Context: an optimization exercise on an open-source flow, tuned for small area, a short achievable clock period and few clock cycles per item. The choices shown serve that exercise and are no tape-out recipe. Where RTL was checked, it was by simulation tests only, not by an equivalence proof against the original. Power and IR drop assume default switching activity.

Design sample_fifo_pwm_feeder_top, start of the top module:
module sample_fifo_pwm_feeder_top (
  input  logic              clk,
  input  logic              rst,
  input  logic              req_valid,
  output logic              req_stall,
  input  logic              func,
  input  logic [sfpf_pkg::DATA_W-1:0] sample,
  output logic              rsp_valid,
  input  logic              rsp_stall,
  output logic              accepted,
  output logic [sfpf_pkg::DATA_W-1:0] duty,
  output logic              duty_updated,
  output logic              underflow,
  output logic [sfpf_pkg::CNT_W-1:0]  fill_level,
  input  logic              cfg_wr_en,
  input  logic [sfpf_pkg::CNT_W-1:0]  cfg_wr_data
);
For scale: roughly 6,800 cells after synthesis, about 2,200 flip-flops, roughly 45 I/O pins, roughly 0.073 mm² of cells after synthesis.
==> flow/config.mk <==
export PLATFORM = sky130hd
export DESIGN_NAME = sample_fifo_pwm_feeder_top
export DESIGN_NICKNAME = sample_fifo_pwm_feeder_top
export VERILOG_FILES = /design/flow/design.v
export SDC_FILE = /design/flow/constraint.sdc
export NUM_CORES = 4
export LEC_CHECK = 0
export CAP_MARGIN = 20
export CORE_MARGIN = 2
export CORE_UTILIZATION = 50
export CTS_CLUSTER_DIAMETER = 80
export CTS_CLUSTER_SIZE = 25
export PLACE_DENSITY = 0.6
export SETUP_SLACK_MARGIN = 3.2
export SLEW_MARGIN = 20
export SYNTH_HIERARCHICAL = 1
export SYNTH_MINIMUM_KEEP_SIZE = 0
export TNS_END_PERCENT = 5
==> flow/constraint.sdc <==
create_clock -name core_clock -period 6.0 [get_ports {clk}]
set_input_delay 1.2000 -clock core_clock [delete_from_list [all_inputs] [get_ports {clk}]]
set_output_delay 1.2000 -clock core_clock [all_outputs]
set_load 0.01 [all_outputs]
standard.sh (not shown) runs the stock make flow with config.mk's settings and CLKGATE_MAP_FILE= SYNTH_SCRIPT=/design/flow/synth_recipe.tcl, a recipe that flattens the netlist after the stock synthesis.
==> flow/flow/run.sh <==
#!/bin/bash
set -e
cp standard.sh standard.sh.txt
export BUFFER_PORTS_ARGS="-buffer_cell sky130_fd_sc_hd__buf_4"
bash standard.sh > standard.log 2>&1
Testbench counts at the start, summed over its fixed seeds: cycles 24,008, items 24,000.
Edit:
--- a/flow/design.v
+++ b/flow/design.v
@@ -9,63 +9,58 @@
   localparam logic FUNC_PERIOD = 1'b1;
 endpackage
 module sfpf_ram #(
   parameter int WIDTH = 8,
   parameter int ROWS  = 16,
   parameter int COLS  = 16
 ) (
   input  logic                              clk,
   input  logic                              rst,
   input  logic [ROWS-1:0]                   wrow,
+  input  logic [ROWS-1:0]                   wrow_b,
   input  logic [COLS-1:0]                   wcol,
   input  logic [WIDTH-1:0]                  wenc,
   input  logic                              ren,
   input  logic [ROWS-1:0]                   rrow,
   input  logic [1:0][COLS-1:0]              rcol,
   output logic [1:0][WIDTH-1:0]             rdata_enc_n,
   output logic                              parity
 );
   localparam int DEPTH = ROWS * COLS;
   logic [DEPTH-1:0][WIDTH-1:0]  cells;
-  logic [ROWS-1:0]              r_row;
+  logic [ROWS-1:0]              w_row, r_row;
   logic [ROWS-1:0][7:0]         w_nrow;
-  logic [COLS-1:0]              w_ncol;
   logic [COLS-1:0]              w_col;
   logic [COLS-1:0][WIDTH-1:0]   wdn;
   always_ff @(posedge clk) begin
     if (rst) parity <= 1'b0;
     else     parity <= ~parity;
   end
+  assign w_row  = wrow;
   assign w_col  = wcol;
   for (genvar r = 0; r < ROWS; r++) begin : g_nrow
     for (genvar k = 0; k < 8; k++) begin : g_copy
       sfpf_inv u_inv (
-        .a (wrow[r]),
+        .a (wrow_b[r]),
         .y (w_nrow[r][k])
       );
     end
   end
   always_comb begin
     for (int c = 0; c < COLS; c++) begin
       wdn[c] = ~(wenc & {WIDTH{w_col[c]}});
     end
   end
   assign r_row = rrow & {ROWS{ren}};
-  for (genvar c = 0; c < COLS; c++) begin : g_ncol
-    sfpf_inv u_inv (
-      .a (wcol[c]),
-      .y (w_ncol[c])
-    );
-  end
   for (genvar i = 0; i < DEPTH; i++) begin : g_word
     logic wsel;
-    assign wsel = !(w_nrow[i / COLS][(i % COLS) / (COLS / 8)] || w_ncol[i % COLS]);
+    assign wsel = w_row[i / COLS] && w_col[i % COLS];
     for (genvar b = 0; b < WIDTH; b++) begin : g_bit
       sfpf_bit u_bit (
         .clk  (clk),
         .sel  (wsel),
         .nsel (w_nrow[i / COLS][(i % COLS) / (COLS / 8)]),
         .wdn  (wdn[i % COLS][b]),
         .q    (cells[i][b])
       );
     end
   end
@@ -185,35 +180,36 @@
   localparam int COLS = 16;
   localparam int ROWS = sfpf_pkg::DEPTH / COLS;
   localparam int DW   = sfpf_pkg::DATA_W;
   logic [AW-1:0]               wr_ptr;
   logic [ROWS-1:0]             rd_row;
   logic [COLS-1:0]             rd_col, rd_col_d, rd_col_b;
   logic [sfpf_pkg::CNT_W-1:0]  count_d;
   logic [sfpf_pkg::CNT_W-1:0]  count;
   logic [sfpf_pkg::CNT_W-1:0]  limit;
   logic                        phase;
-  logic [ROWS-1:0]             wb_row, wb_row_d;
+  logic [ROWS-1:0]             wb_row, wb_row_b, wb_row_d;
   logic [COLS-1:0]             wb_col;
   logic [DW-1:0]               wb_enc;
   logic                        pinned;
   logic [DW-1:0]               head_enc;
   logic [1:0][DW-1:0]          rdata_enc_n;
   logic                        parity;
   logic empty, store_ok, store, pop, set_uf, is_period, byp;
   logic pop_ok;   
   logic [sfpf_pkg::CNT_W-1:0] count_inc, count_dec, limit_next;
   logic                       ok_inc, ok_dec, ok_same, is_one;
   sfpf_ram #(.WIDTH(DW), .ROWS(ROWS), .COLS(COLS)) u_ram (
     .clk       (clk),
     .rst       (rst),
     .wrow      (wb_row),
+    .wrow_b    (wb_row_b),
     .wcol      (wb_col),
     .wenc      (wb_enc),
     .ren       (!empty && !pinned),
     .rrow      (rd_row),
     .rcol      ({rd_col_b, rd_col}),
     .rdata_enc_n (rdata_enc_n),
     .parity    (parity)
   );
   assign count_inc  = count + 1'b1;
   assign count_dec  = count - 1'b1;
@@ -296,20 +292,25 @@
   always_comb begin
     for (int r = 0; r < ROWS; r++) begin
       wb_row_d[r] = !rst && store && (wr_ptr[AW-1:AW-4] == r[3:0]);
     end
   end
   always_ff @(posedge clk) begin
     count  <= count_d;
     rd_col <= rd_col_d;
     wb_row <= wb_row_d;
   end
+  sfpf_oreg #(.W(ROWS)) u_wrow_b (
+    .clk (clk),
+    .d   (wb_row_d),
+    .q   (wb_row_b)
+  );
   always_ff @(posedge clk) begin
     if (proc) begin
       accepted     <= store;
       duty_updated <= pop;
     end
     wb_enc <= proc_sample ^ {DW{parity}};
     for (int c = 0; c < COLS; c++) begin
       wb_col[c] <= (wr_ptr[3:0] == c[3:0]);
     end
     head_enc <= ~rdata_enc_n[0] | ~rdata_enc_n[1]
After rerunning: Setup slack gets worse by 79 ps. Via count grows by 1.5%. Core utilization drops by 0.16 points. Register-to-register slack loses 80 ps. Total power is higher by 0.30%. Maximum frequency shrinks by 2.5%.
The RTL of the second run of this note was laid out without a check of its function.

[port drivers added, routing unchanged]
The flow's constraints put no driver on any port. The routed layouts listed below were extracted and timed again, unchanged, in two steps.
Step 1 sets driving cells, clkbuf_16 on the clock port and buf_2 on the other inputs (assumed; they add their load-dependent delay and slew).
Step 2 adds t to the input delays and takes it off the output delays; t is the mean of the earliest and latest rising clock arrival at the registers after step 1. Input paths then give back, and output paths get back, about the clock's delay inside the block.
a / b / c = no drivers / after step 1 / after step 2; a / b = the first two.
| run | shift t [ns] | setup slack, ns | hold WS [ns] | pins driven straight from the clock port |
|---|---|---|---|---|
| the first run | 0.887 | 2.969 / 2.969 / 2.646 | 0.446 / 0.446 / 0.446 | 1 |
| the second run | 0.874 | 2.890 / 2.890 / 2.657 | 0.447 / 0.447 / 0.447 | 1 |
After both steps setup and hold are still met in every run listed. The setup slack of the first run, which loses most, moves by 0.000 ns with the drivers and by -0.323 ns with both steps.
